From an optimization exercise on the open Yosys and OpenROAD flow, aimed at a short achievable clock period and few clock cycles; shortcuts taken in it are not production practice. RTL that was checked went through simulation tests only; none was proved equivalent to the original. For run 1, only the layout was checked, not whether the RTL still works. Power figures rest on the tool's default switching activity, not on a simulated workload.

## flow/design.v (module list and top-level ports; edited modules follow where they fit)
// module regFile: 39 lines
// module mulCsa: 2928 lines
// module dataMem: 31 lines
// module cpuTop: 255 lines
module cpuTop
(
    input  logic        clk,
    input  logic        reset,
    input  logic        stall,
    input  logic [31:0] instrData,
    output logic [31:0] instrAddr,
    output logic        wbValid,
    output logic [4:0]  wbReg,
    output logic [31:0] wbData,
    output logic        memWrite,
    output logic [31:0] memAddr,
    output logic [31:0] memWdata,
    output logic        branchTaken
);
  // ...
==> flow/flow/run.sh <==
#!/bin/bash
set -euo pipefail
MARGIN=6.8
sed "s/SETUP_SLACK_MARGIN=[^ ]*/SETUP_SLACK_MARGIN=$MARGIN/" standard.sh > standard_margin.sh
grep -q "SETUP_SLACK_MARGIN=$MARGIN" standard_margin.sh
bash standard_margin.sh finish > make.log 2>&1
==> flow/standard.sh <==
#!/bin/bash
# synth_recipe.tcl (not shown) runs the flow's synth.tcl, then flattens the netlist and writes it again
# the make line also repeats each setting of config.mk as NAME=value (left out here)
make -C /OpenROAD-flow-scripts/flow DESIGN_CONFIG=/design/flow/config.mk WORK_HOME=/design/flow/orfs CLKGATE_MAP_FILE= SYNTH_SCRIPT=/design/flow/synth_recipe.tcl "${@:-finish}"
==> flow/config.mk <==
export PLATFORM = sky130hd
export DESIGN_NAME = cpuTop
export DESIGN_NICKNAME = cpuTop
export VERILOG_FILES = /design/flow/design.v
export SDC_FILE = /design/flow/constraint.sdc
export NUM_CORES = 4
export LEC_CHECK = 0
export ABC_CLOCK_PERIOD_IN_PS = 4000
export CAP_MARGIN = 20
export CORE_MARGIN = 2
export CORE_UTILIZATION = 30
export SETUP_SLACK_MARGIN = 5
export SLEW_MARGIN = 20
export TNS_END_PERCENT = 100
==> flow/constraint.sdc <==
create_clock -name core_clock -period 12.0 [get_ports {clk}]
set_input_delay 2.4000 -clock core_clock [delete_from_list [all_inputs] [get_ports {clk}]]
set_output_delay 2.4000 -clock core_clock [all_outputs]
set_load 0.01 [all_outputs]
==> summary.txt, run 1 <==
Top Metal Used met5; hold path depth 0; Final Skew 0.146 ns; run status finished clean; Critical Path Fanout Max 36; clock-net power 11.6 mW; vias 138000; dpl hpwl 442000 um; most frequent cells in the layout 3370 x edfxtp_1, 1355 x nor2_1, 1262 x and2_1; top cells by count, synth 3370 x edfxtp_1, 1406 x nor2_1, 1267 x and2_1; Seq cells post-synth 3502; Hold Buf Count CTS 0; grt peak-use layer met2; synthesized instance count 14800; CP startpoint eImm[3]; Area growth, synth to finish 16.6%; setup bufs post-CTS 122; Adder-Cell Fraction of Synth Area 6.34%; Resized Gates After CTS 413; Arr. time, crit path 6.23 ns; die height 782 um; average size of a mapped cell 12.3 um^2; tap cells 8036; slack of the worst reg-to-reg path 6.58 ns; Post-synth EDFFs 3370; Top pwr grp sequential cells; most used flip-flop cell after synthesis edfxtp_1; PortBufs 170; via density per instance 5.95; sequential-to-total area share from yosys stat 57.2%; power in sequential cells 14.7 mW; commonest non-fill, non-tap cell in the layout edfxtp_1; Flop pwr share 36.0%; Reg clk slew, reported paths 0.07 ns; first-pass GRT wire length 1030000 um; comb_multi_in 9266
==> module cpuTop, before the edit <==
module cpuTop
(
    input  logic        clk,
    input  logic        reset,
    input  logic        stall,
    input  logic [31:0] instrData,
    output logic [31:0] instrAddr,
    output logic        wbValid,
    output logic [4:0]  wbReg,
    output logic [31:0] wbData,
    output logic        memWrite,
    output logic [31:0] memAddr,
    output logic [31:0] memWdata,
    output logic        branchTaken
);
    logic [31:0] pc;
    logic        eValid;
    logic [31:0] eRs;
    logic [31:0] eRt;
    logic [31:0] eImm;
    logic        eSub;
    logic        eMul;
    logic        eUseImm;
    logic        eLw;
    logic        eSw;
    logic        eBeq;
    logic        eTakenF;
    logic        eResolve;
    logic        eRegWrite;
    logic [4:0]  eDest;
    logic [31:0] eTarget;
    logic        wWb;
    logic [4:0]  wDest;
    logic        wMul;
    logic [31:0] wRes;
    logic [31:0] wCarry;
    logic        wSt;
    logic [31:0] wAddr;
    logic [31:0] wWdata;
    logic        wBr;
    logic        wZeroR;
    logic        xWb;
    logic [4:0]  xDest;
    logic [31:0] xData;
    logic [5:0]  fOp;
    logic [4:0]  fRs;
    logic [4:0]  fRt;
    logic [4:0]  fRd;
    logic [5:0]  fFunct;
    logic [31:0] fImm;
    logic        fRtype;
    logic        fAddi;
    logic        fLw;
    logic        fSw;
    logic        fBeq;
    logic        fJump;
    logic        fZs;
    logic        fZt;
    logic        fTakenF;
    logic        fResolve;
    logic        fKnown;
    logic        fUseRs;
    logic        fUseRt;
    logic        fRegWrite;
    logic [4:0]  fDest;
    logic [31:0] fPc4;
    logic [31:0] fTarget;
    assign instrAddr = pc;
    assign fOp    = instrData[31:26];
    assign fRs    = instrData[25:21];
    assign fRt    = instrData[20:16];
    assign fRd    = instrData[15:11];
    assign fFunct = instrData[5:0];
    assign fImm   = {{16{instrData[15]}}, instrData[15:0]};
    assign fRtype = (fOp == 6'h00) && (fFunct == 6'd0 || fFunct == 6'd1 || fFunct == 6'd2);
    assign fAddi  = (fOp == 6'h08);
    assign fLw    = (fOp == 6'h23);
    assign fSw    = (fOp == 6'h2B);
    assign fBeq   = (fOp == 6'h04);
    assign fJump  = fBeq && (fRs == fRt);
    assign fKnown = fRtype || fAddi || fLw || fSw || fBeq;
    assign fUseRs    = fRtype || fAddi || fLw || fSw || (fBeq && !fJump);
    assign fTakenF   = fBeq && (fJump || (fZs && fZt));
    assign fResolve  = fBeq && !fJump && !fZs && !fZt;
    assign fUseRt    = fRtype || fSw || (fBeq && !fJump);
    assign fDest     = fRtype ? fRd : fRt;
    assign fRegWrite = (fRtype || fAddi || fLw) && (fDest != 5'd0);
    assign fPc4    = pc + 32'd4;
    assign fTarget = fPc4 + {fImm[29:0], 2'b00};
    logic [31:0] rfRs;
    logic [31:0] rfRt;
    logic        rfZs;
    logic        rfZt;
    logic        eZero;
    logic        wZero;
    logic [31:0] eResult;
    logic [31:0] wValue;
    logic        wbWrite;
    logic [31:0] fRsVal;
    logic [31:0] fRtVal;
    logic        eFwd;
    logic        hazard;
    assign wbWrite = wWb;
    regFile regFile_i
    (
        .clk    (clk),
        .reset  (reset),
        .stall  (stall),
        .rsAddr (fRs),
        .rtAddr (fRt),
        .wbEn   (wbWrite),
        .wbReg  (wDest),
        .wbData (wValue),
        .wbZero (wZero),
        .rsData (rfRs),
        .rtData (rfRt),
        .rsZero (rfZs),
        .rtZero (rfZt)
    );
    assign eFwd = eValid && eRegWrite;
    always_comb
    begin
        if (eFwd && eDest == fRs)
            fRsVal = eResult;
        else if (wWb && wDest == fRs)
            fRsVal = wValue;
        else
            fRsVal = rfRs;
        if (eFwd && eDest == fRt)
            fRtVal = eResult;
        else if (wWb && wDest == fRt)
            fRtVal = wValue;
        else
            fRtVal = rfRt;
        if (eFwd && eDest == fRs)
            fZs = eZero;
        else if (wWb && wDest == fRs)
            fZs = wZero;
        else
            fZs = rfZs;
        if (eFwd && eDest == fRt)
            fZt = eZero;
        else if (wWb && wDest == fRt)
            fZt = wZero;
        else
            fZt = rfZt;
    end
    assign hazard = eFwd && eMul &&
                    ((fUseRs && fRs == eDest) || (fUseRt && fRt == eDest));
    logic [31:0] eOpB;
    logic [31:0] eSum;
    logic [7:0]  eIdxSum;
    logic [31:0] eLoad;
    logic        eEq;
    logic        eRedirect;
    logic        eTaken;
    logic [31:0] eMulS;
    logic [31:0] eMulC;
    logic        eStore;
    logic        eLoadZero;
    assign eOpB    = eUseImm ? eImm : eRt;
    assign eSum    = eSub ? (eRs - eOpB) : (eRs + eOpB);
    assign eIdxSum = eRs[7:0] + eImm[7:0];
    assign eEq     = (eRs == eRt);
    assign eTaken  = eValid && eBeq && (eTakenF || (eResolve && eEq));
    assign eRedirect = eValid && eBeq && eResolve && eEq;
    assign eStore  = eValid && eSw && !stall;
    dataMem dataMem_i
    (
        .clk   (clk),
        .reset (reset),
        .idx   (eIdxSum[7:2]),
        .we    (eStore),
        .wdata (eRt),
        .rdata (eLoad),
        .rzero (eLoadZero)
    );
    assign eResult = eLw ? eLoad : eSum;
    assign eZero   = eLw  ? eLoadZero :
                     eSub ? (eRs == eOpB) :
                            (((eRs ^ eOpB) ^ {(eRs[30:0] | eOpB[30:0]), 1'b0}) == 32'd0);
    mulCsa mulCsa_i
    (
        .a (eRs),
        .b (eRt),
        .s (eMulS),
        .c (eMulC)
    );
    assign wValue = wMul ? (wRes + wCarry) : wRes;
    assign wZero  = wMul ? (((wRes ^ wCarry) ^ {(wRes[30:0] | wCarry[30:0]), 1'b0}) == 32'd0) : wZeroR;
    assign wbValid     = xWb && !stall;
    assign wbReg       = xDest;
    assign wbData      = xData;
    assign memWrite    = wSt && !stall;
    assign memAddr     = wAddr;
    assign memWdata    = wWdata;
    assign branchTaken = wBr && !stall;
    always_ff @(posedge clk)
    begin
        if (reset)
        begin
            pc     <= 32'h0000_0000;
            eValid <= 1'b0;
            wWb    <= 1'b0;
            wSt    <= 1'b0;
            wBr    <= 1'b0;
            xWb    <= 1'b0;
        end
        else if (!stall)
        begin
            if (eRedirect)
                pc <= eTarget;
            else if (hazard)
                pc <= pc;
            else if (fTakenF)
                pc <= fTarget;
            else
                pc <= fPc4;
            eValid <= fKnown && !eRedirect && !hazard;
            wWb    <= eValid && eRegWrite;
            wSt    <= eValid && eSw;
            wBr    <= eTaken;
            xWb    <= wWb;
        end
    end
    always_ff @(posedge clk)
    begin
        if (!stall)
        begin
            eRs       <= fRsVal;
            eRt       <= fRtVal;
            eImm      <= fImm;
            eSub      <= fRtype && fFunct == 6'd1;
            eMul      <= fRtype && fFunct == 6'd2;
            eUseImm   <= !fRtype;
            eLw       <= fLw;
            eSw       <= fSw;
            eBeq      <= fBeq;
            eTakenF   <= fTakenF;
            eResolve  <= fResolve;
            eRegWrite <= fRegWrite;
            eDest     <= fDest;
            eTarget   <= fTarget;
            wDest     <= eDest;
            wMul      <= eMul;
            wRes      <= eMul ? eMulS : eResult;
            wCarry    <= eMulC;
            wAddr     <= eSum;
            wWdata    <= eRt;
            wZeroR    <= eZero;
            xDest     <= wDest;
            xData     <= wValue;
        end
    end
endmodule
==> inputs of run 2 (changes only) <==
--- a/flow/design.v
+++ b/flow/design.v
@@ -98,18 +98,17 @@
     assign rsZero = (rsAddr == 5'd0) ? 1'b1 : zero[rsAddr];
     assign rtZero = (rtAddr == 5'd0) ? 1'b1 : zero[rtAddr];
 endmodule
 `timescale 1ns/1ps
 module mulCsa
 (
     input  logic [31:0] a,
     input  logic [31:0] b,
-    output logic [31:0] s,
-    output logic [31:0] c
+    output logic [127:0] r
 );
     logic pp_0_0;
     logic pp_0_1;
     logic pp_0_2;
     logic pp_0_3;
     logic pp_0_4;
     logic pp_0_5;
     logic pp_0_6;
@@ -1413,132 +1412,16 @@
     logic fs_401;
     logic fc_401;
     logic fs_402;
     logic fc_402;
     logic fs_403;
     logic fc_403;
     logic fs_404;
     logic fs_405;
-    logic fs_406;
-    logic fc_406;
-    logic fs_407;
-    logic fc_407;
-    logic fs_408;
-    logic fc_408;
-    logic fs_409;
-    logic fc_409;
-    logic fs_410;
-    logic fc_410;
-    logic fs_411;
-    logic fc_411;
-    logic fs_412;
-    logic fc_412;
-    logic fs_413;
-    logic fc_413;
-    logic fs_414;
-    logic fc_414;
-    logic fs_415;
-    logic fc_415;
-    logic fs_416;
-    logic fc_416;
-    logic fs_417;
-    logic fc_417;
-    logic fs_418;
-    logic fc_418;
-    logic fs_419;
-    logic fc_419;
-    logic fs_420;
-    logic fc_420;
-    logic fs_421;
-    logic fc_421;
-    logic fs_422;
-    logic fc_422;
-    logic fs_423;
-    logic fc_423;
-    logic fs_424;
-    logic fc_424;
-    logic fs_425;
-    logic fc_425;
-    logic fs_426;
-    logic fc_426;
-    logic fs_427;
-    logic fc_427;
-    logic fs_428;
-    logic fc_428;
-    logic fs_429;
-    logic fc_429;
-    logic fs_430;
-    logic fc_430;
-    logic fs_431;
-    logic fc_431;
-    logic fs_432;
-    logic fc_432;
-    logic fs_433;
-    logic fc_433;
-    logic fs_434;
-    logic fs_435;
-    logic fc_435;
-    logic fs_436;
-    logic fc_436;
-    logic fs_437;
-    logic fc_437;
-    logic fs_438;
-    logic fc_438;
-    logic fs_439;
-    logic fc_439;
-    logic fs_440;
-    logic fc_440;
-    logic fs_441;
-    logic fc_441;
-    logic fs_442;
-    logic fc_442;
-    logic fs_443;
-    logic fc_443;
-    logic fs_444;
-    logic fc_444;
-    logic fs_445;
-    logic fc_445;
-    logic fs_446;
-    logic fc_446;
-    logic fs_447;
-    logic fc_447;
-    logic fs_448;
-    logic fc_448;
-    logic fs_449;
-    logic fc_449;
-    logic fs_450;
-    logic fc_450;
-    logic fs_451;
-    logic fc_451;
-    logic fs_452;
-    logic fc_452;
-    logic fs_453;
-    logic fc_453;
-    logic fs_454;
-    logic fc_454;
-    logic fs_455;
-    logic fc_455;
-    logic fs_456;
-    logic fc_456;
-    logic fs_457;
-    logic fc_457;
-    logic fs_458;
-    logic fc_458;
-    logic fs_459;
-    logic fc_459;
-    logic fs_460;
-    logic fc_460;
-    logic fs_461;
-    logic fc_461;
-    logic fs_462;
-    logic fc_462;
-    logic fs_463;
-    logic fc_463;
-    logic fs_464;
     assign pp_0_0 = a[0] & b[0];
     assign pp_0_1 = a[0] & b[1];
     assign pp_0_2 = a[0] & b[2];
     assign pp_0_3 = a[0] & b[3];
     assign pp_0_4 = a[0] & b[4];
     assign pp_0_5 = a[0] & b[5];
     assign pp_0_6 = a[0] & b[6];
     assign pp_0_7 = a[0] & b[7];
@@ -2841,196 +2724,144 @@
     assign fs_401 = fs_342 ^ fs_343 ^ fs_344;
     assign fc_401 = (fs_342 & fs_343) | (fs_342 & fs_344) | (fs_343 & fs_344);
     assign fs_402 = fc_342 ^ fc_343 ^ fc_344;
     assign fc_402 = (fc_342 & fc_343) | (fc_342 & fc_344) | (fc_343 & fc_344);
     assign fs_403 = fs_345 ^ fs_346 ^ fs_347;
     assign fc_403 = (fs_345 & fs_346) | (fs_345 & fs_347) | (fs_346 & fs_347);
     assign fs_404 = fc_345 ^ fc_346 ^ fc_347;
     assign fs_405 = fs_348 ^ fs_349 ^ fs_350;
-    assign fs_406 = pp_0_3 ^ pp_1_2;
-    assign fc_406 = pp_0_3 & pp_1_2;
-    assign fs_407 = pp_2_2 ^ pp_3_1 ^ pp_4_0;
-    assign fc_407 = (pp_2_2 & pp_3_1) | (pp_2_2 & pp_4_0) | (pp_3_1 & pp_4_0);
-    assign fs_408 = pp_5_0 ^ fc_351 ^ fs_353;
-    assign fc_408 = (pp_5_0 & fc_351) | (pp_5_0 & fs_353) | (fc_351 & fs_353);
-    assign fs_409 = fc_353 ^ fc_352 ^ fs_354;
-    assign fc_409 = (fc_353 & fc_352) | (fc_353 & fs_354) | (fc_352 & fs_354);
-    assign fs_410 = fc_354 ^ fs_356 ^ fc_355;
-    assign fc_410 = (fc_354 & fs_356) | (fc_354 & fc_355) | (fs_356 & fc_355);
-    assign fs_411 = fc_356 ^ fs_358 ^ fc_357;
-    assign fc_411 = (fc_356 & fs_358) | (fc_356 & fc_357) | (fs_358 & fc_357);
-    assign fs_412 = fc_358 ^ fc_359 ^ fs_360;
-    assign fc_412 = (fc_358 & fc_359) | (fc_358 & fs_360) | (fc_359 & fs_360);
-    assign fs_413 = fc_360 ^ fs_362 ^ fc_361;
-    assign fc_413 = (fc_360 & fs_362) | (fc_360 & fc_361) | (fs_362 & fc_361);
-    assign fs_414 = fc_362 ^ fs_364 ^ fc_363;
-    assign fc_414 = (fc_362 & fs_364) | (fc_362 & fc_363) | (fs_364 & fc_363);
-    assign fs_415 = fc_364 ^ fs_366 ^ fc_365;
-    assign fc_415 = (fc_364 & fs_366) | (fc_364 & fc_365) | (fs_366 & fc_365);
-    assign fs_416 = fc_366 ^ fc_367 ^ fs_368;
-    assign fc_416 = (fc_366 & fc_367) | (fc_366 & fs_368) | (fc_367 & fs_368);
-    assign fs_417 = fc_368 ^ fc_369 ^ fs_370;
-    assign fc_417 = (fc_368 & fc_369) | (fc_368 & fs_370) | (fc_369 & fs_370);
-    assign fs_418 = fc_370 ^ fs_372 ^ fc_371;
-    assign fc_418 = (fc_370 & fs_372) | (fc_370 & fc_371) | (fs_372 & fc_371);
-    assign fs_419 = fc_372 ^ fs_374 ^ fc_373;
-    assign fc_419 = (fc_372 & fs_374) | (fc_372 & fc_373) | (fs_374 & fc_373);
-    assign fs_420 = fc_374 ^ fs_376 ^ fc_375;
-    assign fc_420 = (fc_374 & fs_376) | (fc_374 & fc_375) | (fs_376 & fc_375);
-    assign fs_421 = fc_376 ^ fc_377 ^ fs_378;
-    assign fc_421 = (fc_376 & fc_377) | (fc_376 & fs_378) | (fc_377 & fs_378);
-    assign fs_422 = fc_378 ^ fc_379 ^ fs_380;
-    assign fc_422 = (fc_378 & fc_379) | (fc_378 & fs_380) | (fc_379 & fs_380);
-    assign fs_423 = fc_380 ^ fc_381 ^ fs_382;
-    assign fc_423 = (fc_380 & fc_381) | (fc_380 & fs_382) | (fc_381 & fs_382);
-    assign fs_424 = fc_382 ^ fc_383 ^ fs_384;
-    assign fc_424 = (fc_382 & fc_383) | (fc_382 & fs_384) | (fc_383 & fs_384);
-    assign fs_425 = fc_384 ^ fs_386 ^ fc_385;
-    assign fc_425 = (fc_384 & fs_386) | (fc_384 & fc_385) | (fs_386 & fc_385);
-    assign fs_426 = fc_386 ^ fs_388 ^ fc_387;
-    assign fc_426 = (fc_386 & fs_388) | (fc_386 & fc_387) | (fs_388 & fc_387);
-    assign fs_427 = fc_388 ^ fs_390 ^ fc_389;
-    assign fc_427 = (fc_388 & fs_390) | (fc_388 & fc_389) | (fs_390 & fc_389);
-    assign fs_428 = fc_390 ^ fs_392 ^ fc_391;
-    assign fc_428 = (fc_390 & fs_392) | (fc_390 & fc_391) | (fs_392 & fc_391);
-    assign fs_429 = fc_392 ^ fc_393 ^ fs_394;
-    assign fc_429 = (fc_392 & fc_393) | (fc_392 & fs_394) | (fc_393 & fs_394);
-    assign fs_430 = fc_394 ^ fc_395 ^ fs_396;
-    assign fc_430 = (fc_394 & fc_395) | (fc_394 & fs_396) | (fc_395 & fs_396);
-    assign fs_431 = fc_396 ^ fc_397 ^ fs_398;
-    assign fc_431 = (fc_396 & fc_397) | (fc_396 & fs_398) | (fc_397 & fs_398);
-    assign fs_432 = fc_398 ^ fc_399 ^ fs_400;
-    assign fc_432 = (fc_398 & fc_399) | (fc_398 & fs_400) | (fc_399 & fs_400);
-    assign fs_433 = fc_400 ^ fc_401 ^ fs_402;
-    assign fc_433 = (fc_400 & fc_401) | (fc_400 & fs_402) | (fc_401 & fs_402);
-    assign fs_434 = fc_402 ^ fc_403 ^ fs_404;
-    assign fs_435 = pp_0_2 ^ pp_1_1;
-    assign fc_435 = pp_0_2 & pp_1_1;
-    assign fs_436 = pp_2_1 ^ pp_3_0 ^ fs_406;
-    assign fc_436 = (pp_2_1 & pp_3_0) | (pp_2_1 & fs_406) | (pp_3_0 & fs_406);
-    assign fs_437 = fs_351 ^ fc_406 ^ fs_407;
-    assign fc_437 = (fs_351 & fc_406) | (fs_351 & fs_407) | (fc_406 & fs_407);
-    assign fs_438 = fs_352 ^ fc_407 ^ fs_408;
-    assign fc_438 = (fs_352 & fc_407) | (fs_352 & fs_408) | (fc_407 & fs_408);
-    assign fs_439 = fs_355 ^ fc_408 ^ fs_409;
-    assign fc_439 = (fs_355 & fc_408) | (fs_355 & fs_409) | (fc_408 & fs_409);
-    assign fs_440 = fs_357 ^ fc_409 ^ fs_410;
-    assign fc_440 = (fs_357 & fc_409) | (fs_357 & fs_410) | (fc_409 & fs_410);
-    assign fs_441 = fs_359 ^ fc_410 ^ fs_411;
-    assign fc_441 = (fs_359 & fc_410) | (fs_359 & fs_411) | (fc_410 & fs_411);
-    assign fs_442 = fs_361 ^ fc_411 ^ fs_412;
-    assign fc_442 = (fs_361 & fc_411) | (fs_361 & fs_412) | (fc_411 & fs_412);
-    assign fs_443 = fs_363 ^ fc_412 ^ fs_413;
-    assign fc_443 = (fs_363 & fc_412) | (fs_363 & fs_413) | (fc_412 & fs_413);
-    assign fs_444 = fs_365 ^ fc_413 ^ fs_414;
-    assign fc_444 = (fs_365 & fc_413) | (fs_365 & fs_414) | (fc_413 & fs_414);
-    assign fs_445 = fs_367 ^ fc_414 ^ fs_415;
-    assign fc_445 = (fs_367 & fc_414) | (fs_367 & fs_415) | (fc_414 & fs_415);
-    assign fs_446 = fs_369 ^ fc_415 ^ fs_416;
-    assign fc_446 = (fs_369 & fc_415) | (fs_369 & fs_416) | (fc_415 & fs_416);
-    assign fs_447 = fs_371 ^ fc_416 ^ fs_417;
-    assign fc_447 = (fs_371 & fc_416) | (fs_371 & fs_417) | (fc_416 & fs_417);
-    assign fs_448 = fs_373 ^ fc_417 ^ fs_418;
-    assign fc_448 = (fs_373 & fc_417) | (fs_373 & fs_418) | (fc_417 & fs_418);
-    assign fs_449 = fs_375 ^ fc_418 ^ fs_419;
-    assign fc_449 = (fs_375 & fc_418) | (fs_375 & fs_419) | (fc_418 & fs_419);
-    assign fs_450 = fs_377 ^ fc_419 ^ fs_420;
-    assign fc_450 = (fs_377 & fc_419) | (fs_377 & fs_420) | (fc_419 & fs_420);
-    assign fs_451 = fs_379 ^ fc_420 ^ fs_421;
-    assign fc_451 = (fs_379 & fc_420) | (fs_379 & fs_421) | (fc_420 & fs_421);
-    assign fs_452 = fs_381 ^ fc_421 ^ fs_422;
-    assign fc_452 = (fs_381 & fc_421) | (fs_381 & fs_422) | (fc_421 & fs_422);
-    assign fs_453 = fs_383 ^ fc_422 ^ fs_423;
-    assign fc_453 = (fs_383 & fc_422) | (fs_383 & fs_423) | (fc_422 & fs_423);
-    assign fs_454 = fs_385 ^ fc_423 ^ fs_424;
-    assign fc_454 = (fs_385 & fc_423) | (fs_385 & fs_424) | (fc_423 & fs_424);
-    assign fs_455 = fs_387 ^ fc_424 ^ fs_425;
-    assign fc_455 = (fs_387 & fc_424) | (fs_387 & fs_425) | (fc_424 & fs_425);
-    assign fs_456 = fs_389 ^ fc_425 ^ fs_426;
-    assign fc_456 = (fs_389 & fc_425) | (fs_389 & fs_426) | (fc_425 & fs_426);
-    assign fs_457 = fs_391 ^ fc_426 ^ fs_427;
-    assign fc_457 = (fs_391 & fc_426) | (fs_391 & fs_427) | (fc_426 & fs_427);
-    assign fs_458 = fs_393 ^ fc_427 ^ fs_428;
-    assign fc_458 = (fs_393 & fc_427) | (fs_393 & fs_428) | (fc_427 & fs_428);
-    assign fs_459 = fs_395 ^ fc_428 ^ fs_429;
-    assign fc_459 = (fs_395 & fc_428) | (fs_395 & fs_429) | (fc_428 & fs_429);
-    assign fs_460 = fs_397 ^ fc_429 ^ fs_430;
-    assign fc_460 = (fs_397 & fc_429) | (fs_397 & fs_430) | (fc_429 & fs_430);
-    assign fs_461 = fs_399 ^ fc_430 ^ fs_431;
-    assign fc_461 = (fs_399 & fc_430) | (fs_399 & fs_431) | (fc_430 & fs_431);
-    assign fs_462 = fs_401 ^ fc_431 ^ fs_432;
-    assign fc_462 = (fs_401 & fc_431) | (fs_401 & fs_432) | (fc_431 & fs_432);
-    assign fs_463 = fs_403 ^ fc_432 ^ fs_433;
-    assign fc_463 = (fs_403 & fc_432) | (fs_403 & fs_433) | (fc_432 & fs_433);
-    assign fs_464 = fs_405 ^ fc_433 ^ fs_434;
-    assign s[0] = pp_0_0;
-    assign c[0] = 1'b0;
-    assign s[1] = pp_0_1;
-    assign c[1] = pp_1_0;
-    assign s[2] = pp_2_0;
-    assign c[2] = fs_435;
-    assign s[3] = fc_435;
-    assign c[3] = fs_436;
-    assign s[4] = fc_436;
-    assign c[4] = fs_437;
-    assign s[5] = fc_437;
-    assign c[5] = fs_438;
-    assign s[6] = fc_438;
-    assign c[6] = fs_439;
-    assign s[7] = fc_439;
-    assign c[7] = fs_440;
-    assign s[8] = fc_440;
-    assign c[8] = fs_441;
-    assign s[9] = fc_441;
-    assign c[9] = fs_442;
-    assign s[10] = fc_442;
-    assign c[10] = fs_443;
-    assign s[11] = fc_443;
-    assign c[11] = fs_444;
-    assign s[12] = fc_444;
-    assign c[12] = fs_445;
-    assign s[13] = fc_445;
-    assign c[13] = fs_446;
-    assign s[14] = fc_446;
-    assign c[14] = fs_447;
-    assign s[15] = fc_447;
-    assign c[15] = fs_448;
-    assign s[16] = fc_448;
-    assign c[16] = fs_449;
-    assign s[17] = fc_449;
-    assign c[17] = fs_450;
-    assign s[18] = fc_450;
-    assign c[18] = fs_451;
-    assign s[19] = fc_451;
-    assign c[19] = fs_452;
-    assign s[20] = fc_452;
-    assign c[20] = fs_453;
-    assign s[21] = fc_453;
-    assign c[21] = fs_454;
-    assign s[22] = fc_454;
-    assign c[22] = fs_455;
-    assign s[23] = fc_455;
-    assign c[23] = fs_456;
-    assign s[24] = fc_456;
-    assign c[24] = fs_457;
-    assign s[25] = fc_457;
-    assign c[25] = fs_458;
-    assign s[26] = fc_458;
-    assign c[26] = fs_459;
-    assign s[27] = fc_459;
-    assign c[27] = fs_460;
-    assign s[28] = fc_460;
-    assign c[28] = fs_461;
-    assign s[29] = fc_461;
-    assign c[29] = fs_462;
-    assign s[30] = fc_462;
-    assign c[30] = fs_463;
-    assign s[31] = fc_463;
-    assign c[31] = fs_464;
+    assign r[0] = pp_0_0;
+    assign r[32] = 1'b0;
+    assign r[64] = 1'b0;
+    assign r[96] = 1'b0;
+    assign r[1] = pp_0_1;
+    assign r[33] = pp_1_0;
+    assign r[65] = 1'b0;
+    assign r[97] = 1'b0;
+    assign r[2] = pp_0_2;
+    assign r[34] = pp_1_1;
+    assign r[66] = pp_2_0;
+    assign r[98] = 1'b0;
+    assign r[3] = pp_0_3;
+    assign r[35] = pp_1_2;
+    assign r[67] = pp_2_1;
+    assign r[99] = pp_3_0;
+    assign r[4] = pp_2_2;
+    assign r[36] = pp_3_1;
+    assign r[68] = pp_4_0;
+    assign r[100] = fs_351;
+    assign r[5] = pp_5_0;
+    assign r[37] = fc_351;
+    assign r[69] = fs_352;
+    assign r[101] = fs_353;
+    assign r[6] = fc_352;
+    assign r[38] = fc_353;
+    assign r[70] = fs_354;
+    assign r[102] = fs_355;
+    assign r[7] = fc_354;
+    assign r[39] = fc_355;
+    assign r[71] = fs_356;
+    assign r[103] = fs_357;
+    assign r[8] = fc_356;
+    assign r[40] = fc_357;
+    assign r[72] = fs_358;
+    assign r[104] = fs_359;
+    assign r[9] = fc_358;
+    assign r[41] = fc_359;
+    assign r[73] = fs_360;
+    assign r[105] = fs_361;
+    assign r[10] = fc_360;
+    assign r[42] = fc_361;
+    assign r[74] = fs_362;
+    assign r[106] = fs_363;
+    assign r[11] = fc_362;
+    assign r[43] = fc_363;
+    assign r[75] = fs_364;
+    assign r[107] = fs_365;
+    assign r[12] = fc_364;
+    assign r[44] = fc_365;
+    assign r[76] = fs_366;
+    assign r[108] = fs_367;
+    assign r[13] = fc_366;
+    assign r[45] = fc_367;
+    assign r[77] = fs_368;
+    assign r[109] = fs_369;
+    assign r[14] = fc_368;
+    assign r[46] = fc_369;
+    assign r[78] = fs_370;
+    assign r[110] = fs_371;
+    assign r[15] = fc_370;
+    assign r[47] = fc_371;
+    assign r[79] = fs_372;
+    assign r[111] = fs_373;
+    assign r[16] = fc_372;
+    assign r[48] = fc_373;
+    assign r[80] = fs_374;
+    assign r[112] = fs_375;
+    assign r[17] = fc_374;
+    assign r[49] = fc_375;
+    assign r[81] = fs_376;
+    assign r[113] = fs_377;
+    assign r[18] = fc_376;
+    assign r[50] = fc_377;
+    assign r[82] = fs_378;
+    assign r[114] = fs_379;
+    assign r[19] = fc_378;
+    assign r[51] = fc_379;
+    assign r[83] = fs_380;
+    assign r[115] = fs_381;
+    assign r[20] = fc_380;
+    assign r[52] = fc_381;
+    assign r[84] = fs_382;
+    assign r[116] = fs_383;
+    assign r[21] = fc_382;
+    assign r[53] = fc_383;
+    assign r[85] = fs_384;
+    assign r[117] = fs_385;
+    assign r[22] = fc_384;
+    assign r[54] = fc_385;
+    assign r[86] = fs_386;
+    assign r[118] = fs_387;
+    assign r[23] = fc_386;
+    assign r[55] = fc_387;
+    assign r[87] = fs_388;
+    assign r[119] = fs_389;
+    assign r[24] = fc_388;
+    assign r[56] = fc_389;
+    assign r[88] = fs_390;
+    assign r[120] = fs_391;
+    assign r[25] = fc_390;
+    assign r[57] = fc_391;
+    assign r[89] = fs_392;
+    assign r[121] = fs_393;
+    assign r[26] = fc_392;
+    assign r[58] = fc_393;
+    assign r[90] = fs_394;
+    assign r[122] = fs_395;
+    assign r[27] = fc_394;
+    assign r[59] = fc_395;
+    assign r[91] = fs_396;
+    assign r[123] = fs_397;
+    assign r[28] = fc_396;
+    assign r[60] = fc_397;
+    assign r[92] = fs_398;
+    assign r[124] = fs_399;
+    assign r[29] = fc_398;
+    assign r[61] = fc_399;
+    assign r[93] = fs_400;
+    assign r[125] = fs_401;
+    assign r[30] = fc_400;
+    assign r[62] = fc_401;
+    assign r[94] = fs_402;
+    assign r[126] = fs_403;
+    assign r[31] = fc_402;
+    assign r[63] = fc_403;
+    assign r[95] = fs_404;
+    assign r[127] = fs_405;
 endmodule
 `timescale 1ns/1ps
 module dataMem
 (
     input  logic        clk,
     input  logic        reset,
     input  logic [5:0]  idx,
     input  logic        we,
@@ -3091,16 +2922,18 @@
     logic        eRegWrite;
     logic [4:0]  eDest;
     logic [31:0] eTarget;
     logic        wWb;
     logic [4:0]  wDest;
     logic        wMul;
     logic [31:0] wRes;
     logic [31:0] wCarry;
+    logic [31:0] wM2;
+    logic [31:0] wM3;
     logic        wSt;
     logic [31:0] wAddr;
     logic [31:0] wWdata;
     logic        wBr;
     logic        wZeroR;
     logic        xWb;
     logic [4:0]  xDest;
     logic [31:0] xData;
@@ -3211,18 +3044,17 @@
                     ((fUseRs && fRs == eDest) || (fUseRt && fRt == eDest));
     logic [31:0] eOpB;
     logic [31:0] eSum;
     logic [7:0]  eIdxSum;
     logic [31:0] eLoad;
     logic        eEq;
     logic        eRedirect;
     logic        eTaken;
-    logic [31:0] eMulS;
-    logic [31:0] eMulC;
+    logic [127:0] eMulRows;
     logic        eStore;
     logic        eLoadZero;
     assign eOpB    = eUseImm ? eImm : eRt;
     assign eSum    = eSub ? (eRs - eOpB) : (eRs + eOpB);
     assign eIdxSum = eRs[7:0] + eImm[7:0];
     assign eEq     = (eRs == eRt);
     assign eTaken  = eValid && eBeq && (eTakenF || (eResolve && eEq));
     assign eRedirect = eValid && eBeq && eResolve && eEq;
@@ -3240,21 +3072,28 @@
     assign eResult = eLw ? eLoad : eSum;
     assign eZero   = eLw  ? eLoadZero :
                      eSub ? (eRs == eOpB) :
                             (((eRs ^ eOpB) ^ {(eRs[30:0] | eOpB[30:0]), 1'b0}) == 32'd0);
     mulCsa mulCsa_i
     (
         .a (eRs),
         .b (eRt),
-        .s (eMulS),
-        .c (eMulC)
+        .r (eMulRows)
     );
-    assign wValue = wMul ? (wRes + wCarry) : wRes;
-    assign wZero  = wMul ? (((wRes ^ wCarry) ^ {(wRes[30:0] | wCarry[30:0]), 1'b0}) == 32'd0) : wZeroR;
+    logic [31:0] wS1;
+    logic [31:0] wC1;
+    logic [31:0] wS2;
+    logic [31:0] wC2;
+    assign wS1 = wRes ^ wCarry ^ wM2;
+    assign wC1 = {((wRes[30:0] & wCarry[30:0]) | (wRes[30:0] & wM2[30:0]) | (wCarry[30:0] & wM2[30:0])), 1'b0};
+    assign wS2 = wS1 ^ wC1 ^ wM3;
+    assign wC2 = {((wS1[30:0] & wC1[30:0]) | (wS1[30:0] & wM3[30:0]) | (wC1[30:0] & wM3[30:0])), 1'b0};
+    assign wValue = wMul ? (wS2 + wC2) : wRes;
+    assign wZero  = wMul ? (((wS2 ^ wC2) ^ {(wS2[30:0] | wC2[30:0]), 1'b0}) == 32'd0) : wZeroR;
     assign wbValid     = xWb && !stall;
     assign wbReg       = xDest;
     assign wbData      = xData;
     assign memWrite    = wSt && !stall;
     assign memAddr     = wAddr;
     assign memWdata    = wWdata;
     assign branchTaken = wBr && !stall;
     always_ff @(posedge clk)
@@ -3300,18 +3139,20 @@
             eBeq      <= fBeq;
             eTakenF   <= fTakenF;
             eResolve  <= fResolve;
             eRegWrite <= fRegWrite;
             eDest     <= fDest;
             eTarget   <= fTarget;
             wDest     <= eDest;
             wMul      <= eMul;
-            wRes      <= eMul ? eMulS : eResult;
-            wCarry    <= eMulC;
+            wRes      <= eMul ? eMulRows[31:0] : eResult;
+            wCarry    <= eMulRows[63:32];
+            wM2       <= eMulRows[95:64];
+            wM3       <= eMulRows[127:96];
             wAddr     <= eSum;
             wWdata    <= eRt;
             wZeroR    <= eZero;
             xDest     <= wDest;
             xData     <= wValue;
         end
     end
 endmodule
==> flow/flow/run.sh (replaced) <==
#!/bin/bash
# The standard layout (standard.sh: the standard synthesis and ORFS from
# floorplan to finish), with two changes to how the layout is made:
#  - timing repair aims further below the clock period: SETUP_SLACK_MARGIN,
#    which standard.sh passes to make from config.mk, is raised;
#  - flow/io.tcl (IO_CONSTRAINTS) places the stall pin beside the result
#    flag pins it gates.
# The constraints (constraint.sdc) are unchanged. make's full output goes to
# make.log here; ORFS keeps each step's own log under orfs/logs/.
set -euo pipefail
MARGIN=7.0
IO=$(pwd)/flow/io.tcl
sed "s#SETUP_SLACK_MARGIN=[^ ]*#SETUP_SLACK_MARGIN=$MARGIN IO_CONSTRAINTS=$IO#" standard.sh > standard_margin.sh
grep -q "SETUP_SLACK_MARGIN=$MARGIN" standard_margin.sh
bash standard_margin.sh finish > make.log 2>&1
==> flow/flow/io.tcl (new file) <==
# keep stall next to the three result flags it gates, so the short
# input-to-output paths through them stay short
set_io_pin_constraint -group -order -pin_names {wbValid memWrite stall branchTaken}
==> summary.txt, run 2 <==
run status finished clean (unchanged); Synth cell types 104 (was 106); max_cap viols 0 (unchanged); pre-CTS WS 4.64 ns (was 4.28 ns); placed cell area 196000 um^2 (was 194000 um^2); die area 622000 um^2 (was 612000 um^2); M1 WL 271000 um (about the same); actual slew at the worst max-slew pin 1.21 ns (was 1.30 ns); Final ANT Viol Nets 0 (unchanged); Post-synth EDFFs 3429 (was 3370); Reg clk slew, reported paths 0.05 ns (was 0.07 ns); Largest regs dataMem_i.mem: 2048 flops, regFile_i.regs: 1024 flops, dataMem_i.zero: 64 flops (unchanged); worst hold margin 0.475 ns (was 0.481 ns); PwrDens 232 nW/um^2 (was 194 nW/um^2); core area 614000 um^2 (was 603000 um^2); Max H-tree Level 5 (unchanged); Biggest register dataMem_i.mem (unchanged); total power 50.0 mW (was 41.0 mW); Placed Cells 22700 (was 22200); Async SR Flop Fraction 0% (unchanged); RSZ-0062 raised after global routing true (unchanged); Tot GR Track Use 23.5% (about the same); met3 wire len 114000 um (was 112000 um); gr ovfl total 0 (unchanged); main area contributors after synthesis edfxtp_1 56%, mux4_2 5.3%, fa_1 4.5% (was edfxtp_1 56%, mux4_2 5.2%, fa_1 4.5%); critical path class input port to output pin (was flip-flop to flip-flop); yosys warns 3 (unchanged); chip width 788 um (was 782 um); Setup-failing EPs final 0 (unchanged); Synth area leader edfxtp_1 (unchanged); Seq cells post-synth 3561 (was 3502); most frequent cells in the layout 3429 x edfxtp_1, 1365 x nor2_1, 1295 x and2_1 (was 3370 x edfxtp_1, 1355 x nor2_1, 1262 x and2_1); sequential-to-total area share from yosys stat 57.2% (about the same); TritonCTS clock tree yes (unchanged); routability cong. 0.944 (was 0.919); dpl hpwl 455000 um (was 442000 um); Crit path required time 9.60 ns (was 12.81 ns); f_max 190 MHz (was 184 MHz); clk buf depth 4 (unchanged); fin util 35.1% (about the same); Lkg Pwr 77.4 nW (was 75.7 nW); share of layout cells above drive strength 1 15.4% (was 15.8%); Routed WL per cell 32.4 um (was 32.8 um); first-pass GRT wire length 1050000 um (was 1030000 um); final WL 768000 um (was 759000 um); Slew Limit Fails 0 (unchanged); top cell type's share of synthesized area 55.8% (was 55.7%); Fin. Hold Viols 0 (unchanged); initial drt markers 22000 (was 24700); Post-route DRC 0 (unchanged); max reg flops 2048 (unchanged); initial antenna violation count 72 (was 79); vias 138000 (about the same); Tcrit/Tclk final 43.8% (was 45.2%); Slew headroom 19.1% (was 13.4%); top cells by count, synth 3429 x edfxtp_1, 1426 x nor2_1, 1300 x and2_1 (was 3370 x edfxtp_1, 1406 x nor2_1, 1267 x and2_1); Critical Path Fanout Max 5 (was 36); most used flip-flop cell after synthesis edfxtp_1 (unchanged); Top Metal Used met5 (unchanged); Finished Layout Cells 23700 (was 23100); pin count of the biggest net entering global routing 133 (was 128); CP Launch Type input port (was flip-flop); Final Skew 0.0968 ns (was 0.146 ns); Filler cells 59500 (was 58500); vias in the first global route 132000 (was 130000); root buffer cell clkbuf_16 (unchanged); die height 788 um (was 782 um); post-route setup slack 6.75 ns (was 6.58 ns); Rows 288 (was 285); Arr. time, crit path 2.85 ns (was 6.23 ns); clock latency (worst-skew pair) 1.06 ns (was 1.07 ns); Mapped Area 185000 um^2 (was 182000 um^2); via density per instance 5.84 (was 5.95); clock sink total 3561 (was 3502); peak supply drop 0.577 mV (was 0.298 mV); commonest non-fill, non-tap cell in the layout edfxtp_1 (unchanged); cts bufs inserted 376 (was 374); Final min period 5.25 ns (was 5.42 ns); average size of a mapped cell 12.1 um^2 (was 12.3 um^2); PortBufs 170 (unchanged); initial core utilization 30.1% (about the same); HP Class flip-flop to flip-flop (unchanged); Area growth, synth to finish 16.9% (was 16.6%); nets 15900 (was 15400); post-route setup TNS 0 ns (unchanged); met2 wire length 328000 um (was 322000 um); synthesized instance count 15300 (was 14800); most frequent cell after synthesis edfxtp_1 (unchanged); First-pass DRT Iterations 8 (was 9); final non-filler cell area 216000 um^2 (was 212000 um^2); Setup crit end kind output pin (was flip-flop); I/O pin count 171 (unchanged)
run 2: changes by cell type in the layout (fill, tap and decap cells not counted), sizes merged, moves of 48 or more:
cell	previous run	this run
nor4	47	98
edfxtp	3370	3429
a22oi	365	173
a222oi	267	207
a31oi	138	189
a22o	64	16
mux2	122	41
mux2i	349	473
a21oi	481	791
or2	12	91
o21ai	326	246
nand2	805	1068
run 2: critical path, cell delays in order:
cell     delay, ns
buf_6         0.10
buf_12        0.13
nor2b_4       0.12
buf_6         0.11
run 2: cell type report:
cell class              count  area, um^2  share of cell area, %
diodes                     64         160                 0.0742
clock inverters           228        2530                   1.17
multi-input cells        9688       74900                   34.7
repair buffers            890        9920                   4.60
flip-flops and latches   3561      106000                   48.9
inverters                 683        2620                   1.21
clock buffers             470        9880                   4.58
well taps                8120       10200                   4.71
run 2: path summary, 6_finish.rpt:
check	from	to	slack [ns]	cells after the start
worst min-delay path	eTarget[0]	pc[0]	0.48	2
worst min register to register	eTarget[0]	pc[0]	0.48	2
worst max-delay path	stall	memWrite	6.75	4
worst max register to register	wRes[3]	pc[30]	6.79	20
run 2: power breakdown:
part	switching, mW	internal (mW)	total, mW
registers	0.342	14.7	15.0
logic	15.4	7.43	22.8
clock network	5.36	6.75	12.1
run 2: logic make-up after synthesis:
group / after synthesis / synth area share (%)
AOI/OAI and AO/OA: 2290 / 8.37
DFF: 3561 / 57.2
buffers and inverters: 2124 / 4.45
xor gates and xnor gates: 291 / 1.40
muxes: 951 / 8.15
adders and majority gates: 673 / 6.24
other: 1 / 0.00203
and+or+nand+nor: 5416 / 14.2
run 2: repair_timing:
item                        CTS  global route
hold buffers                  0             0
setup endpoints to repair  4937          1087
pin swaps                    79            79
buffers inserted            136            67
cloned                       56            23
resized for setup           575           290
run 2: metal layers:
metal | up-vias | track usage [%]
li1 | 55700 | -
met1 | 69700 | 29.7
met2 | 10800 | 34.5
met3 | 2123 | 8.65
met4 | 38 | 13.7
met5 | - | 0
Testbench counts of run 2, summed over its fixed seeds: cycles 33,382.
==> module dataMem, before the edit <==
module dataMem
(
    input  logic        clk,
    input  logic        reset,
    input  logic [5:0]  idx,
    input  logic        we,
    input  logic [31:0] wdata,
    output logic [31:0] rdata,
    output logic        rzero
);
    logic [31:0] mem [64];
    logic        zero [64];  
    always_ff @(posedge clk)
    begin
        if (reset)
        begin
            for (int i = 0; i < 64; i++)
            begin
                mem[i] <= '0;
                zero[i] <= 1'b1;
            end
        end
        else if (we)
        begin
            mem[idx] <= wdata;
            zero[idx] <= (wdata == 32'd0);
        end
    end
    assign rdata = mem[idx];
    assign rzero = zero[idx];
endmodule
==> inputs of run 3 (changes only) <==
--- a/flow/design.v
+++ b/flow/design.v
@@ -2887,8 +2887,25 @@
             zero[idx] <= (wdata == 32'd0);
         end
     end
-    assign rdata = mem[idx];
-    assign rzero = zero[idx];
+    logic [31:0] rowA [16];
+    logic        zeroA [16];
+    logic [31:0] rowB [4];
+    logic        zeroB [4];
+    always_comb
+    begin
+        for (int g = 0; g < 16; g++)
+        begin
+            rowA[g]  = mem[4*g + idx[1:0]];
+            zeroA[g] = zero[4*g + idx[1:0]];
+        end
+        for (int g = 0; g < 4; g++)
+        begin
+            rowB[g]  = rowA[4*g + idx[3:2]];
+            zeroB[g] = zeroA[4*g + idx[3:2]];
+        end
+    end
+    assign rdata = rowB[idx[5:4]];
+    assign rzero = zeroB[idx[5:4]];
 endmodule
 `timescale 1ns/1ps
 module cpuTop
@@ -2934,7 +2951,9 @@
     logic [31:0] wWdata;
     logic        wBr;
     logic        wZeroR;
-    logic        xWb;
+    logic        xPend;      
+    logic        repValid;   
+    logic        xPendNext;
     logic [4:0]  xDest;
     logic [31:0] xData;
     logic [5:0]  fOp;
@@ -3089,13 +3108,14 @@
     assign wC2 = {((wS1[30:0] & wC1[30:0]) | (wS1[30:0] & wM3[30:0]) | (wC1[30:0] & wM3[30:0])), 1'b0};
     assign wValue = wMul ? (wS2 + wC2) : wRes;
     assign wZero  = wMul ? (((wS2 ^ wC2) ^ {(wS2[30:0] | wC2[30:0]), 1'b0}) == 32'd0) : wZeroR;
-    assign wbValid     = xWb && !stall;
-    assign wbReg       = xDest;
-    assign wbData      = xData;
+    assign wbValid     = repValid && !stall;
+    assign wbReg       = xPend ? xDest : wDest;
+    assign wbData      = xPend ? xData : wRes;
     assign memWrite    = wSt && !stall;
     assign memAddr     = wAddr;
     assign memWdata    = wWdata;
     assign branchTaken = wBr && !stall;
+    assign xPendNext = xPend ? wWb : (wWb && wMul);
     always_ff @(posedge clk)
     begin
         if (reset)
@@ -3105,7 +3125,8 @@
             wWb    <= 1'b0;
             wSt    <= 1'b0;
             wBr    <= 1'b0;
-            xWb    <= 1'b0;
+            xPend    <= 1'b0;
+            repValid <= 1'b0;
         end
         else if (!stall)
         begin
@@ -3121,7 +3142,8 @@
             wWb    <= eValid && eRegWrite;
             wSt    <= eValid && eSw;
             wBr    <= eTaken;
-            xWb    <= wWb;
+            xPend    <= xPendNext;
+            repValid <= xPendNext || (eValid && eRegWrite && !eMul);
         end
     end
     always_ff @(posedge clk)
==> summary.txt, run 3 <==
top cell type's share of synthesized area 54.9% (was 55.8%); most used flip-flop cell after synthesis edfxtp_1 (unchanged); Slew headroom 16.4% (was 19.1%); HP Class flip-flop to flip-flop (unchanged); clk buf depth 4 (unchanged); core area 623000 um^2 (was 614000 um^2); Arr. time, crit path 2.87 ns (was 2.85 ns); cts bufs inserted 381 (was 376); Seq cells post-synth 3562 (was 3561); Synth area leader edfxtp_1 (unchanged); main area contributors after synthesis edfxtp_1 55%, mux4_2 12%, fa_1 4.4% (was edfxtp_1 56%, mux4_2 5.3%, fa_1 4.5%); Mapped Area 188000 um^2 (was 185000 um^2); yosys warns 7 (was 3); clock latency (worst-skew pair) 1.07 ns (was 1.06 ns); critical path class input port to output pin (unchanged); Biggest register dataMem_i.mem (unchanged); initial drt markers 20100 (was 22000); die height 795 um (was 788 um); pin count of the biggest net entering global routing 170 (was 133); Reg clk slew, reported paths 0.06 ns (was 0.05 ns); Synth cell types 98 (was 104); nets 14900 (was 15900); average size of a mapped cell 13.1 um^2 (was 12.1 um^2); Setup crit end kind output pin (unchanged); First-pass DRT Iterations 8 (unchanged); Final min period 5.27 ns (was 5.25 ns); RSZ-0062 raised after global routing true (unchanged); die area 631000 um^2 (was 622000 um^2); Routed WL per cell 31.5 um (was 32.4 um); top cells by count, synth 3429 x edfxtp_1, 1410 x nor2_1, 1305 x and2_1 (was 3429 x edfxtp_1, 1426 x nor2_1, 1300 x and2_1); post-route setup TNS 0 ns (unchanged); Slew Limit Fails 0 (unchanged); sequential-to-total area share from yosys stat 56.3% (was 57.2%); Largest regs dataMem_i.mem: 2048 flops, regFile_i.regs: 1024 flops, dataMem_i.zero: 64 flops (unchanged); Lkg Pwr 78.4 nW (was 77.4 nW); Filler cells 59800 (was 59500); PortBufs 170 (unchanged); routability cong. 0.955 (was 0.944); Rows 290 (was 288); actual slew at the worst max-slew pin 1.25 ns (was 1.21 ns); Post-route DRC 0 (unchanged); commonest non-fill, non-tap cell in the layout edfxtp_1 (unchanged); Final Skew 0.106 ns (was 0.0968 ns); root buffer cell clkbuf_16 (unchanged); chip width 795 um (was 788 um); Post-synth EDFFs 3429 (unchanged); max_cap viols 0 (unchanged); Hold Buf Count CTS 0 (unchanged); TritonCTS clock tree yes (unchanged); synthesized instance count 14300 (was 15300); gr ovfl total 0 (unchanged); Final ANT Viol Nets 0 (unchanged); dpl hpwl 436000 um (was 455000 um); Setup-failing EPs final 0 (unchanged); initial antenna violation count 64 (was 72); most frequent cell after synthesis edfxtp_1 (unchanged); via density per instance 5.69 (was 5.84); Fin. Hold Viols 0 (unchanged); Tot GR Track Use 22.0% (was 23.5%); fin util 35.1% (about the same); most frequent cells in the layout 3429 x edfxtp_1, 1366 x nor2_1, 1302 x and2_1 (was 3429 x edfxtp_1, 1365 x nor2_1, 1295 x and2_1); PwrDens 220 nW/um^2 (was 232 nW/um^2); Placed Cells 22000 (was 22700); first-pass GRT wire length 997000 um (was 1050000 um); Area growth, synth to finish 16.5% (was 16.9%); run status finished clean (unchanged); I/O pin count 171 (unchanged); Reg area 106000 um^2 (about the same); vias 130000 (was 138000); Critical Path Fanout Max 7 (was 5); area of the multi-input gates 78000 um^2 (was 74900 um^2); CP Launch Type input port (unchanged); peak supply drop 0.622 mV (was 0.577 mV); clock sink total 3562 (was 3561); final WL 721000 um (was 768000 um); f_max 190 MHz (about the same); Crit path required time 9.60 ns (about the same); Async SR Flop Fraction 0% (unchanged); Max H-tree Level 5 (unchanged); slack of the worst reg-to-reg path 6.79 ns (about the same); vias in the first global route 127000 (was 132000); Tcrit/Tclk final 43.9% (was 43.8%); Finished Layout Cells 22900 (was 23700); max reg flops 2048 (unchanged); initial core utilization 30.1% (about the same); share of layout cells above drive strength 1 20.0% (was 15.4%)
-- run 3: changes by cell type after synthesis, sizes merged, moves of 36 or more --
cell / delta
a21oi: -377
a221oi: -44
a222oi: -196
a22oi: -36
a31oi: -149
clkbuf: -83
mux2: +39
mux2i: -132
mux4: +531
nand2: -450
nor4: -56
o21ai: +62
or2: -63
xnor2: -45
-- run 3: timing repair --
action / 4_1_cts / 5_1_grt
resized for setup: 550 / 217
gates cloned: 46 / 11
buffers inserted: 102 / 52
pin swaps: 66 / 57
endpoints found under the setup margin: 4006 / 642
-- run 3: critical path: stages --
cell and delay, ns:
buf_8 0.10, buf_12 0.13, nor2b_4 0.10, buf_6 0.12
-- run 3: worst paths after layout --
path | start | to | depth (start not counted)
worst max-delay path | stall | memWrite | 4
worst min-delay path | repValid | repValid | 2
worst max register to register | eImm[1] | eRs[11] | 13
worst min register to register | repValid | repValid | 2
-- run 3: kinds of logic after synthesis --
| group | Yosys count | synth area share [%] |
|---|---|---|
| DFF | 3562 | 56.3 |
| muxes | 1389 | 13.9 |
| other | 1 | 0.00200 |
| and+or+nand+nor | 4858 | 12.7 |
| adders and majority gates | 673 | 6.14 |
| AOI/OAI and AO/OA | 1508 | 5.30 |
| xor gates and xnor gates | 280 | 1.32 |
| buffers and inverters | 2037 | 4.24 |
-- run 3: cell type report --
cell class / count / share of cell area [%]
repair buffers: 863 / 4.42
flip-flops and latches: 3562 / 48.4
clock inverters: 202 / 0.836
multi-input cells: 8752 / 35.7
inverters: 667 / 1.17
well taps: 8322 / 4.77
diodes: 45 / 0.0515
clock buffers: 503 / 4.71
-- run 3: routing by layer --
layer	vias to the layer above	GRT usage [%]	routed length, um	part of all wire, %
met1	67100	28.5	264000	37
met5	-	0	368	0.051
met2	8966	33.0	316000	44
met4	26	12.2	47600	6.6
met3	1794	6.29	93800	13
li1	52500	-	-	-
-- run 3: where the power goes --
| group | internal [mW] | leakage [nW] | switching (mW) | total (mW) |
|---|---|---|---|---|
| Sequential | 14.7 | 36.3 | 0.371 | 15.1 |
| Combinational | 6.69 | 36.2 | 14.4 | 21.1 |
| Clock | 6.57 | 5.93 | 5.23 | 11.8 |
| Total | 27.9 | 78.4 | 20.0 | 48.0 |
-- run 3: metrics by stage --
step	instance area [um^2]	total power, mW	setup WS (ns)	hold slack, ns
after floorplan	188000	25.3	3.51	0.424
after global placement	200000	32.8	4.58	0.452
after detailed placement	200000	32.9	4.55	0.443
after CTS	217000	45.9	6.73	0.469
after global routing	218000	49.2	6.71	0.484
final	218000	48.0	6.73	0.469
Testbench counts of run 3, summed over its fixed seeds: cycles 33,346.
==> inputs of run 4 (changes only) <==
--- a/flow/design.v
+++ b/flow/design.v
@@ -2887,25 +2887,8 @@
             zero[idx] <= (wdata == 32'd0);
         end
     end
-    logic [31:0] rowA [16];
-    logic        zeroA [16];
-    logic [31:0] rowB [4];
-    logic        zeroB [4];
-    always_comb
-    begin
-        for (int g = 0; g < 16; g++)
-        begin
-            rowA[g]  = mem[4*g + idx[1:0]];
-            zeroA[g] = zero[4*g + idx[1:0]];
-        end
-        for (int g = 0; g < 4; g++)
-        begin
-            rowB[g]  = rowA[4*g + idx[3:2]];
-            zeroB[g] = zeroA[4*g + idx[3:2]];
-        end
-    end
-    assign rdata = rowB[idx[5:4]];
-    assign rzero = zeroB[idx[5:4]];
+    assign rdata = mem[idx];
+    assign rzero = zero[idx];
 endmodule
 `timescale 1ns/1ps
 module cpuTop
@@ -2949,7 +2932,9 @@
     logic        wSt;
     logic [31:0] wAddr;
     logic [31:0] wWdata;
-    logic        wBr;
+    logic        wBr;        
+    logic        brRep;      
+    logic        wBrNext;
     logic        wZeroR;
     logic        xPend;      
     logic        repValid;   
@@ -3067,7 +3052,6 @@
     logic [31:0] eLoad;
     logic        eEq;
     logic        eRedirect;
-    logic        eTaken;
     logic [127:0] eMulRows;
     logic        eStore;
     logic        eLoadZero;
@@ -3075,7 +3059,6 @@
     assign eSum    = eSub ? (eRs - eOpB) : (eRs + eOpB);
     assign eIdxSum = eRs[7:0] + eImm[7:0];
     assign eEq     = (eRs == eRt);
-    assign eTaken  = eValid && eBeq && (eTakenF || (eResolve && eEq));
     assign eRedirect = eValid && eBeq && eResolve && eEq;
     assign eStore  = eValid && eSw && !stall;
     dataMem dataMem_i
@@ -3114,8 +3097,9 @@
     assign memWrite    = wSt && !stall;
     assign memAddr     = wAddr;
     assign memWdata    = wWdata;
-    assign branchTaken = wBr && !stall;
+    assign branchTaken = brRep && !stall;
     assign xPendNext = xPend ? wWb : (wWb && wMul);
+    assign wBrNext   = eValid && eBeq && ((eResolve && eEq) || (eTakenF && wBr));
     always_ff @(posedge clk)
     begin
         if (reset)
@@ -3125,6 +3109,7 @@
             wWb    <= 1'b0;
             wSt    <= 1'b0;
             wBr    <= 1'b0;
+            brRep  <= 1'b0;
             xPend    <= 1'b0;
             repValid <= 1'b0;
         end
@@ -3141,7 +3126,8 @@
             eValid <= fKnown && !eRedirect && !hazard;
             wWb    <= eValid && eRegWrite;
             wSt    <= eValid && eSw;
-            wBr    <= eTaken;
+            wBr    <= wBrNext;
+            brRep  <= wBrNext || (fKnown && fTakenF && !eRedirect && !hazard);
             xPend    <= xPendNext;
             repValid <= xPendNext || (eValid && eRegWrite && !eMul);
         end
==> summary.txt, run 4 <==
slack of the worst reg-to-reg path 6.76 ns (was 6.79 ns); initial core utilization 30.1% (about the same); Rows 288 (was 290); RSZ-0062 raised after global routing true (unchanged); met3 wire len 121000 um (was 93800 um); NetSw 21.0 mW (was 20.0 mW); via density per instance 5.95 (was 5.69); final WL 789000 um (was 721000 um); Clk pwr share 24.0% (was 24.6%); I/O pin count 171 (unchanged); yosys warns 3 (was 7); hold path depth 2 (unchanged); clk buf depth 4 (unchanged); pin count of the biggest net entering global routing 155 (was 170); share of layout cells above drive strength 1 16.5% (was 20.0%); die area 622000 um^2 (was 631000 um^2); PwrDens 227 nW/um^2 (was 220 nW/um^2); Synth Area in Simple Gates 13.7% (was 12.7%); reg2reg path depth 23 (was 13); Critical Path Stages 4 (unchanged); Critical Path Fanout Max 6 (was 7); total power 49.0 mW (was 48.0 mW); run status finished clean (unchanged); Flop pwr share 30.8% (was 31.4%); Top Family by Delay on Critical Path buffers and inverters (unchanged); M1 WL 271000 um (was 264000 um); f_max 189 MHz (was 190 MHz); critical path's largest stage delay 0.15 ns (was 0.13 ns); Reg clk slew, reported paths 0.06 ns (about the same); Tot GR Track Use 24.0% (was 22.0%); Area growth, synth to finish 17.1% (was 16.5%); routability cong. 0.963 (was 0.955); WP buf/inv 3 (unchanged); max_cap viols 0 (unchanged); crit path max-delay cell type nor2b_4 (was buf_12); complex-gate fraction of the synthesized area 8.62% (was 5.30%); Synth Area in XOR/XNOR 1.40% (was 1.32%); first-pass GRT wire length 1060000 um (was 997000 um); Tcrit/Tclk final 44.2% (was 43.9%); clock sink total 3563 (was 3562); most frequent cell after synthesis edfxtp_1 (unchanged); synthesized instance count 15000 (was 14300); initial antenna violation count 62 (was 64); vias in the first global route 132000 (was 127000); sequential-to-total area share from yosys stat 57.2% (was 56.3%); vias 139000 (was 130000); worst hold margin 0.478 ns (was 0.469 ns); core area 614000 um^2 (was 623000 um^2); Synth cell types 99 (was 98); post-synthesis mux area share 8.36% (was 13.9%); most used flip-flop cell after synthesis edfxtp_1 (unchanged); WHS Endpoint wBr (was repValid); placed cell area 196000 um^2 (was 200000 um^2); switching share of power 42.9% (was 41.7%); power share of the combinational group 45.1% (was 44.0%); worst r2r src wRes[21] (was eImm[1]); area of the multi-input gates 74800 um^2 (was 78000 um^2); cts bufs inserted 373 (was 381); top cell type's share of synthesized area 55.8% (was 54.9%); Slew headroom 7.45% (was 16.4%); PortBufs 170 (unchanged); hold path start wBr (was repValid); Lkg Pwr 77.0 nW (was 78.4 nW); Adder-Cell Fraction of Synth Area 6.24% (was 6.14%); root buffer cell clkbuf_16 (unchanged); TritonCTS clock tree yes (unchanged); average size of a mapped cell 12.3 um^2 (was 13.1 um^2); Placed Cells 22400 (was 22000); Max H-tree Level 5 (unchanged); Final min period 5.30 ns (was 5.27 ns); chip width 788 um (was 795 um); Biggest register dataMem_i.mem (unchanged); Finished Layout Cells 23400 (was 22900); post-route setup TNS 0 ns (unchanged); peak supply drop 0.683 mV (was 0.622 mV); dpl hpwl 453000 um (was 436000 um); Filler cells 59300 (was 59800); final non-filler cell area 216000 um^2 (was 218000 um^2); critical path cell sequence buf_8 > buf_12 > nor2b_4 > buf_6 (unchanged); HP Class flip-flop to flip-flop (unchanged); Reg area 106000 um^2 (about the same); worst r2r dst pc[3] (was eRs[11]); Final Skew 0.118 ns (was 0.106 ns); Mapped Area 185000 um^2 (was 188000 um^2); max reg flops 2048 (unchanged); gr ovfl total 0 (unchanged); Setup crit end kind output pin (unchanged); actual slew at the worst max-slew pin 1.39 ns (was 1.25 ns); Setup-failing EPs final 0 (unchanged); Synth area leader edfxtp_1 (unchanged); P_int 28.0 mW (was 27.9 mW); Final ANT Viol Nets 0 (unchanged); commonest non-fill, non-tap cell in the layout edfxtp_1 (unchanged); main area contributors after synthesis edfxtp_1 56%, mux4_2 5.5%, fa_1 4.5% (was edfxtp_1 55%, mux4_2 12%, fa_1 4.4%); Async SR Flop Fraction 0% (unchanged); Post-synth EDFFs 3429 (unchanged); Fin. Hold Viols 0 (unchanged); Slew Limit Fails 0 (unchanged); Seq cells post-synth 3563 (was 3562); Routed WL per cell 33.7 um (was 31.5 um); CP Launch Type input port (unchanged); Crit path required time 9.60 ns (about the same); Largest regs dataMem_i.mem: 2048 flops, regFile_i.regs: 1024 flops, dataMem_i.zero: 64 flops (unchanged); die height 788 um (was 795 um); Top Metal Used met5 (unchanged); nets 15600 (was 14900); largest family of logic cells by synthesized area simple AND/OR/NAND/NOR gates (was multiplexers); clock latency (worst-skew pair) 1.12 ns (was 1.07 ns); top cells by count, synth 3429 x edfxtp_1, 1425 x nor2_1, 1308 x and2_1 (was 3429 x edfxtp_1, 1410 x nor2_1, 1305 x and2_1); initial drt markers 23500 (was 20100); Post-route DRC 0 (unchanged); most frequent cells in the layout 3429 x edfxtp_1, 1403 x nor2_1, 1305 x and2_1 (was 3429 x edfxtp_1, 1366 x nor2_1, 1302 x and2_1); Arr. time, crit path 2.90 ns (was 2.87 ns); First-pass DRT Iterations 9 (was 8); met2 wire length 332000 um (was 316000 um); Hold Buf Count CTS 0 (unchanged); critical path class input port to output pin (unchanged)
-- run 4: changes by cell type in the layout (fill, tap and decap cells not counted), moves of 41 or more --
cell | before | now
o21ai_4 | 93 | 18
nand2_1 | 553 | 734
a22o_1 | 16 | 103
a22oi_1 | 124 | 283
nand3_1 | 102 | 61
or2_4 | 3 | 55
xnor2_1 | 148 | 194
a31oi_1 | 33 | 101
a221oi_1 | 128 | 286
a222oi_1 | 11 | 129
a21oi_1 | 365 | 517
mux4_2 | 968 | 449
mux2i_1 | 310 | 403
-- run 4: tightest hold or removal path, delay by kind of cell (launching register included) --
kind	cells	cell delay, ns
AOI/OAI and AO/OA	1	0.06
buffers and inverters	1	0.05
DFF	1	0.31
-- run 4: final cells by class --
type / instances / share of cell area (%)
sequential: 3563 / 48.9
multi-input combinational: 9380 / 34.6
clock inverter: 197 / 0.899
inverter: 670 / 1.20
tap: 8120 / 4.70
timing repair buffer: 943 / 5.05
antenna: 55 / 0.0637
clock buffer: 479 / 4.61
-- run 4: what timing repair did --
| action | 4_1_cts | 5_1_grt |
|---|---|---|
| setup buffers | 137 | 91 |
| cloned | 49 | 30 |
| setup endpoints to repair | 3014 | 1543 |
| pin swaps | 86 | 86 |
| hold endpoints to repair | 0 | 0 |
| resized for setup | 603 | 328 |
-- run 4: cells by family (layout without fill, tap and decap cells) --
family,Yosys count,after routing
AND/OR/NAND/NOR,5137,5153
other,1,88
flip-flops,3563,3563
buffers and inverters,2106,2289
XOR/XNOR,292,292
adder cells (fa/ha/maj),673,673
AO/OA/AOI/OAI,2256,2259
multiplexers,970,970
-- run 4: stage by stage --
stage               setup WS (ns)  util [%]
floorplan                    3.57         -
global placement             4.75      31.9
detailed placement           4.76      31.9
CTS                          6.70      34.7
global route                 6.69      35.2
finish                       6.70      35.2
-- run 4: per-layer routing --
metal,track usage [%],vias to the layer above
met5,0.206,-
met3,9.23,2569
met1,29.6,70200
met2,35.0,11500
met4,15.2,40
li1,-,55000
-- run 4: worst max path at each step --
stage                        startpoint      end  slack, ns
after floorplan                   stall     eBeq       3.57
after global placement    instrData[23]   pc[12]       4.75
after detailed placement  instrData[27]   pc[16]       4.76
after CTS                         stall  wbValid       6.70
after global routing              stall  wbValid       6.69
final                             stall  wbValid       6.70
-- run 4: power by group through the flow --
stage | Combinational [mW] | Clock (mW) | Sequential [mW]
floorplan | 9.55 | 0 | 15.2
global placement | 17.1 | 0 | 15.3
detailed placement | 17.2 | 0 | 15.4
CTS | 19.9 | 11.7 | 15.1
global route | 22.4 | 12.2 | 15.2
finish | 22.1 | 11.8 | 15.1
Testbench counts of run 4, summed over its fixed seeds: cycles 33,296.

## what the ideal ports hide
How much do the figures lean on ideal ports? The routed layouts below were timed once more, with nothing changed but the port constraints. Step 1 (the two cells are an assumption about what drives the block):
set clk [get_ports {clk}]
set_driving_cell -lib_cell sky130_fd_sc_hd__clkbuf_16 $clk
set_driving_cell -lib_cell sky130_fd_sc_hd__buf_2 [delete_from_list [all_inputs] $clk]
Step 2, shift: input delay + t, output delay - t, t = (earliest + latest rising clock arrival at the registers) / 2. This alone moves slack from input paths to output paths. Slacks: ideal / step 1 / step 2; pairs: ideal / step 1.
run | shift t [ns] | setup slack, ns | worst hold slack (ns) | latest minus earliest clock arrival (ns) | worst register clock-pin slew, ns
run 1 | 1.093 | 6.577 / 6.577 / 5.612 | 0.481 / 0.481 / 0.481 | 0.182 / 0.182 | 0.07 / 0.07
run 2 | 1.147 | 6.746 / 6.711 / 5.774 | 0.475 / 0.475 / 0.475 | 0.105 / 0.106 | 0.08 / 0.08
run 3 | 1.151 | 6.731 / 6.689 / 5.823 | 0.469 / 0.469 / 0.469 | 0.111 / 0.111 | 0.07 / 0.07
run 4 | 1.183 | 6.699 / 6.662 / 5.656 | 0.478 / 0.478 / 0.478 | 0.136 / 0.135 | 0.07 / 0.07
After both steps setup and hold are still met in every run listed. For run 4, which loses most, drivers alone change the setup slack by -0.037 ns; drivers and shift together by -1.043 ns.
